Context: an optimization exercise on an open-source flow, tuned for small area, a short achievable clock period and few clock cycles. The choices shown serve that exercise and are no tape-out recipe.
At most, simulation tests tie the RTL to the original design; equivalence was not proved.
Power and IR drop assume default switching activity.

==> inputs of juniper <==
## word_pair_proximity_scanner
module word_pair_proximity_scanner (
    input  logic                          i_clk,
    input  logic                          i_rst_n,
    input  logic                          i_valid,
    output logic                          o_stall,
    input  logic [wpp_pkg::CH_W-1:0]      i_ch,
    input  logic                          i_is_final,
    output logic                          o_valid,
    input  logic                          i_stall,
    output logic                          o_found,
    output logic [wpp_pkg::DIST_W-1:0]    o_distance_x2,
    input  logic                          i_cfg_wr_en,
    input  logic [wpp_pkg::CFG_IDX_W-1:0] i_cfg_index,
    input  logic [wpp_pkg::CFG_W-1:0]     i_cfg_data
);
export LEC_CHECK = 0
export CAP_MARGIN = 20
export CORE_MARGIN = 2
export CORE_UTILIZATION = 40
export CTS_CLUSTER_DIAMETER = 120
export CTS_CLUSTER_SIZE = 24
export SLEW_MARGIN = 20
create_clock -name core_clock -period 11.0 [get_ports {i_clk}]
standard.sh (not shown) runs the stock make flow with config.mk's settings and CLKGATE_MAP_FILE= SYNTH_SCRIPT=/design/flow/synth_recipe.tcl, a recipe that flattens the netlist after the stock synthesis.
==> flow/flow/run.sh <==
#!/bin/bash
# The standard layout, with plain buffers (buf_1) on the ports instead of the default
# port buffer cell, and timing repair asked to leave 8.2 ns of setup slack
# ORFS's own logs stay under orfs/logs; make's output goes to standard_make.log
set -euo pipefail
export BUFFER_PORTS_ARGS="-buffer_cell sky130_fd_sc_hd__buf_1"
export SETUP_SLACK_MARGIN=8.2
bash standard.sh > standard_make.log 2>&1
==> quartz (differences from juniper) <==
--- a/flow/design.v
+++ b/flow/design.v
@@ -96,173 +96,139 @@
     input  logic [wpp_pkg::CFG_IDX_W-1:0] i_cfg_index,
     input  logic [wpp_pkg::CFG_W-1:0]     i_cfg_data
 );
     localparam int PW = 17;   
     localparam int MW = 18;   
     logic [63:0] r_w1, r_w2;
-    logic        r_z1, r_z2;
     logic [3:0]  r_l1, r_l2;
-    logic          r_pv;      
-    logic [7:0]    r_pch;
-    logic          r_pfinal;
     logic [PW-1:0] r_pos;     
     logic [MW-1:0] r_mid;     
     logic [3:0]    r_len;     
     logic          r_m1, r_m2;
     logic          r_fin;     
-    logic          r_new;     
     logic          r_any;     
     logic          r_last_t;  
     logic [MW-1:0] r_last_mid;
     logic          r_found;   
     logic [MW-1:0] r_best;    
     logic          r_out_valid;
-    logic [3:0] cfg_en;
+    logic [63:0] cfg_d;
+    logic [3:0]  cfg_len_d;
+    logic [3:0]  cfg_en;
+    assign cfg_d     = i_cfg_data & {64{i_rst_n}};
+    assign cfg_len_d = i_rst_n ? i_cfg_data[3:0] : 4'd1;
     always_comb begin
         for (int k = 0; k < 4; k++)
-            cfg_en[k] = i_cfg_wr_en && i_cfg_index == 2'(k);
-    end
-    always_ff @(posedge i_clk) begin
-        if (cfg_en[0]) r_w1 <= i_cfg_data;
-        if (cfg_en[2]) r_w2 <= i_cfg_data;
-    end
-    always_ff @(posedge i_clk) begin
-        if (!i_rst_n) begin
-            r_z1 <= 1'b1;
-            r_z2 <= 1'b1;
-            r_l1 <= 4'd1;
-            r_l2 <= 4'd1;
-        end else begin
-            if (cfg_en[0]) r_z1 <= 1'b0;
-            if (cfg_en[1]) r_l1 <= i_cfg_data[3:0];
-            if (cfg_en[2]) r_z2 <= 1'b0;
-            if (cfg_en[3]) r_l2 <= i_cfg_data[3:0];
-        end
-    end
-    logic accept, hold, stall, proc, close_out, start;
-    logic r_stall;
-    assign hold      = r_out_valid && (r_fin || r_any);
-    assign proc      = r_pv && !hold;
-    assign stall     = r_pv && hold;
-    assign o_stall   = r_stall;
-    assign accept    = i_valid && !stall;
+            cfg_en[k] = !i_rst_n || (i_cfg_wr_en && i_cfg_index == 2'(k));
+    end
+    always_ff @(posedge i_clk) begin
+        if (cfg_en[0]) r_w1 <= cfg_d;
+        if (cfg_en[1]) r_l1 <= cfg_len_d;
+        if (cfg_en[2]) r_w2 <= cfg_d;
+        if (cfg_en[3]) r_l2 <= cfg_len_d;
+    end
+    logic accept, close_out, cand_now;
+    assign o_stall   = r_out_valid && (r_fin || cand_now);
+    assign accept    = i_valid && !o_stall;
     assign close_out = r_fin && !r_out_valid;
-    assign start     = r_fin || r_new;
     logic [3:0]    len_e;
     logic          m1_e, m2_e;
     logic          delim, eq1, eq2, short;
     logic [7:0]    tb1, tb2;
     logic [PW-1:0] pos_n;
     logic [MW-1:0] mid_nd;
     logic [3:0]    len_nd;
-    assign len_e  = start ? 4'd0 : r_len;
-    assign m1_e   = start || r_m1;
-    assign m2_e   = start || r_m2;
-    assign delim  = wpp_pkg::is_delim(r_pch);
-    assign tb1    = r_z1 ? 8'h00 : r_w1[{len_e[2:0], 3'b000} +: 8];
-    assign tb2    = r_z2 ? 8'h00 : r_w2[{len_e[2:0], 3'b000} +: 8];
-    wpp_front u_eq1 (.i_ch(r_pch), .i_tgt(tb1), .o_eq(eq1));
-    wpp_front u_eq2 (.i_ch(r_pch), .i_tgt(tb2), .o_eq(eq2));
+    assign len_e  = r_fin ? 4'd0 : r_len;
+    assign m1_e   = r_fin || r_m1;
+    assign m2_e   = r_fin || r_m2;
+    assign delim  = wpp_pkg::is_delim(i_ch);
+    assign tb1    = r_w1[{len_e[2:0], 3'b000} +: 8];
+    assign tb2    = r_w2[{len_e[2:0], 3'b000} +: 8];
+    wpp_front u_eq1 (.i_ch(i_ch), .i_tgt(tb1), .o_eq(eq1));
+    wpp_front u_eq2 (.i_ch(i_ch), .i_tgt(tb2), .o_eq(eq2));
     assign short  = (len_e < 4'd8);
     assign len_nd = (len_e < 4'd9) ? len_e + 4'd1 : len_e;
-    assign pos_n  = start ? PW'(1) : (r_pos[PW-1] ? r_pos : r_pos + PW'(1));
-    assign mid_nd = start ? MW'(1) :
+    assign pos_n  = r_fin ? PW'(1) : (r_pos[PW-1] ? r_pos : r_pos + PW'(1));
+    assign mid_nd = r_fin ? MW'(1) :
                     (r_len < 4'd9 && !r_mid[MW-1]) ? r_mid + MW'(1) : r_mid;
     logic          hit, hit_t, found_c;
     logic [MW-1:0] best_c;
     logic          hit_e1, hit_e2;
     wpp_back u_close (
         .i_m1(r_m1), .i_m2(r_m2), .i_len(r_len), .i_l1(r_l1), .i_l2(r_l2), .i_mid(r_mid),
         .i_any(r_any), .i_last_t(r_last_t), .i_last_mid(r_last_mid),
         .i_found(r_found), .i_best(r_best),
         .o_hit(hit), .o_hit_t(hit_t), .o_found(found_c), .o_best(best_c)
     );
+    assign cand_now = hit && r_any && (r_last_t != hit_t);
     assign hit_e1 = (r_l1 == 4'd0);
     assign hit_e2 = !hit_e1 && (r_l2 == 4'd0);
-    logic pv_n, fin_n, any_n, ov_n;
-    assign pv_n  = accept || (r_pv && !proc);
-    assign fin_n = proc ? r_pfinal : (r_fin && !close_out);
-    assign any_n = (proc && start) ? (delim && (hit_e1 || hit_e2)) :
-                   (proc && delim && hit) ? 1'b1 : r_any;
-    assign ov_n  = close_out || (r_out_valid && i_stall);
     always_ff @(posedge i_clk) begin
         if (!i_rst_n) begin
-            r_pv    <= 1'b0;
-            r_stall <= 1'b0;
-        end else begin
-            r_pv    <= pv_n;
-            r_stall <= pv_n && ov_n && (fin_n || any_n);
-        end
-    end
-    always_ff @(posedge i_clk) begin
-        if (!stall) begin
-            r_pch    <= i_ch;
-            r_pfinal <= i_is_final;
-        end
-    end
-    always_ff @(posedge i_clk) begin
-        if (proc) begin
+            r_pos <= '0;
+            r_mid <= '0;
+            r_len <= '0;
+            r_m1  <= 1'b1;
+            r_m2  <= 1'b1;
+            r_fin <= 1'b0;
+        end else if (accept) begin
             r_pos <= pos_n;
+            r_fin <= i_is_final;
             if (delim) begin
                 r_mid <= {pos_n, 1'b0};
                 r_len <= '0;
                 r_m1  <= 1'b1;
                 r_m2  <= 1'b1;
             end else begin
                 r_mid <= mid_nd;
                 r_len <= len_nd;
                 r_m1  <= m1_e && short && eq1;
                 r_m2  <= m2_e && short && eq2;
             end
+        end else if (close_out) begin
+            r_pos <= '0;
+            r_mid <= '0;
+            r_len <= '0;
+            r_m1  <= 1'b1;
+            r_m2  <= 1'b1;
+            r_fin <= 1'b0;
         end
     end
     always_ff @(posedge i_clk) begin
         if (!i_rst_n) begin
-            r_fin <= 1'b0;
-            r_new <= 1'b1;
+            r_any      <= 1'b0;
+            r_last_t   <= 1'b0;
+            r_last_mid <= '0;
+            r_found    <= 1'b0;
+            r_best     <= '0;
         end else begin
-            r_fin <= fin_n;
-            if (proc)
-                r_new <= 1'b0;
-            else if (close_out)
-                r_new <= 1'b1;
-        end
-    end
-    always_ff @(posedge i_clk) begin
-        if (proc && delim && start) begin
-            r_last_t   <= hit_e2;
-            r_last_mid <= '0;
-        end else if (proc && delim && hit) begin
-            r_last_t   <= hit_t;
-            r_last_mid <= r_mid;
-        end
-    end
-    always_ff @(posedge i_clk) begin
-        if (!i_rst_n) begin
-            r_any <= 1'b0;
-        end else begin
-            r_any <= any_n;
-        end
-    end
-    always_ff @(posedge i_clk) begin
-        if (!i_rst_n) begin
-            r_found <= 1'b0;
-            r_best  <= '0;
-        end else if (close_out || (proc && delim && !start && !r_out_valid)) begin
-            r_found <= found_c;
-            r_best  <= best_c;
-        end else if (r_out_valid && !i_stall) begin
-            r_found <= 1'b0;
-            r_best  <= '0;
+            if (close_out) begin
+                r_any      <= accept && delim && (hit_e1 || hit_e2);
+                r_last_t   <= hit_e2;
+                r_last_mid <= '0;
+            end else if (accept && delim && hit) begin
+                r_any      <= 1'b1;
+                r_last_t   <= hit_t;
+                r_last_mid <= r_mid;
+            end
+            if (close_out || (accept && delim && !r_out_valid)) begin
+                r_found <= found_c;
+                r_best  <= best_c;
+            end else if (r_out_valid && !i_stall) begin
+                r_found <= 1'b0;
+                r_best  <= '0;
+            end
         end
     end
     always_ff @(posedge i_clk) begin
         if (!i_rst_n) begin
             r_out_valid <= 1'b0;
-        end else begin
-            r_out_valid <= ov_n;
+        end else if (close_out) begin
+            r_out_valid <= 1'b1;
+        end else if (!i_stall) begin
+            r_out_valid <= 1'b0;
         end
     end
     assign o_valid       = r_out_valid;
     assign o_found       = r_found;
     assign o_distance_x2 = r_best;
 endmodule
==> flow/run.sh (new file) <==
#!/bin/bash
# synth_recipe.tcl (not shown) runs the flow's synth.tcl, then flattens the netlist and writes it again
# the make line also repeats each setting of config.mk as NAME=value (left out here)
make -C /OpenROAD-flow-scripts/flow DESIGN_CONFIG=/design/flow/config.mk WORK_HOME=/design/flow/orfs CLKGATE_MAP_FILE= SYNTH_SCRIPT=/design/flow/synth_recipe.tcl finish
- CORE_UTILIZATION: 40 -> 60
- CTS_BUF_LIST: default -> sky130_fd_sc_hd__clkbuf_4
- CTS_CLUSTER_DIAMETER: 120 -> default
- CTS_CLUSTER_SIZE: 24 -> default
removed: flow/flow/run.sh
removed: flow/standard.sh
==> run summary <==
Run status: juniper finished clean; quartz finished clean
Hold endpoint: juniper r_best[14]; quartz r_found
Number of antenna cells inserted: juniper 0; quartz 1
Power share of the sequential group: juniper 57.5%; quartz 51.7%
Largest fanout on the critical path: juniper 2; quartz 44
Placed cell areas: juniper 12900 sq um; quartz 13400 sq um
Post-synthesis to final-layout area growth: juniper 19.7%; quartz 15.5%
Number of library cell types mapped by synthesis: juniper 79; quartz 83
Placed insts: juniper 1515; quartz 1467
Adder-Cell Fraction of Synth Area: juniper 8.83%; quartz 8.76%
Total non-filler cell area in the finished layout: juniper 14500 sq um; quartz 14100 sq um
Non-clock inverter count: juniper 77; quartz 82
Routed vias: juniper 8636; quartz 9187
Layout Cells excl Fill: juniper 1595; quartz 1570
Fraction of power consumed by combinational cells: juniper 10.5%; quartz 10.9%
Post-cts repair resize count: juniper 137; quartz 0
Testbench counts of juniper, summed over its fixed seeds: cycles 79,669.
For quartz, only the layout was checked, not whether the RTL still works.

[separate check: timing with driven ports]
How much do the figures lean on ideal ports? The routed layouts below were timed once more, with nothing changed but the port constraints.
Step 1 assumes that a clkbuf_16 drives the clock port and a buf_2 every other input.
Step 2, shift: input delay + t, output delay - t, t = (earliest + latest rising clock arrival at the registers) / 2. This alone moves slack from input paths to output paths.
a / b / c = ideal / step 1 / step 2; a / b = the first two.
run	t, ns	slack for setup (ns)	cell pins on the clock port's net
juniper	0.542	7.813 / 7.766 / 7.682	1
quartz	0.717	5.585 / 5.539 / 5.292	1
After both steps setup and hold are still met in every run listed. For quartz, which loses most, drivers alone change the setup slack by -0.046 ns; drivers and shift together by -0.293 ns.
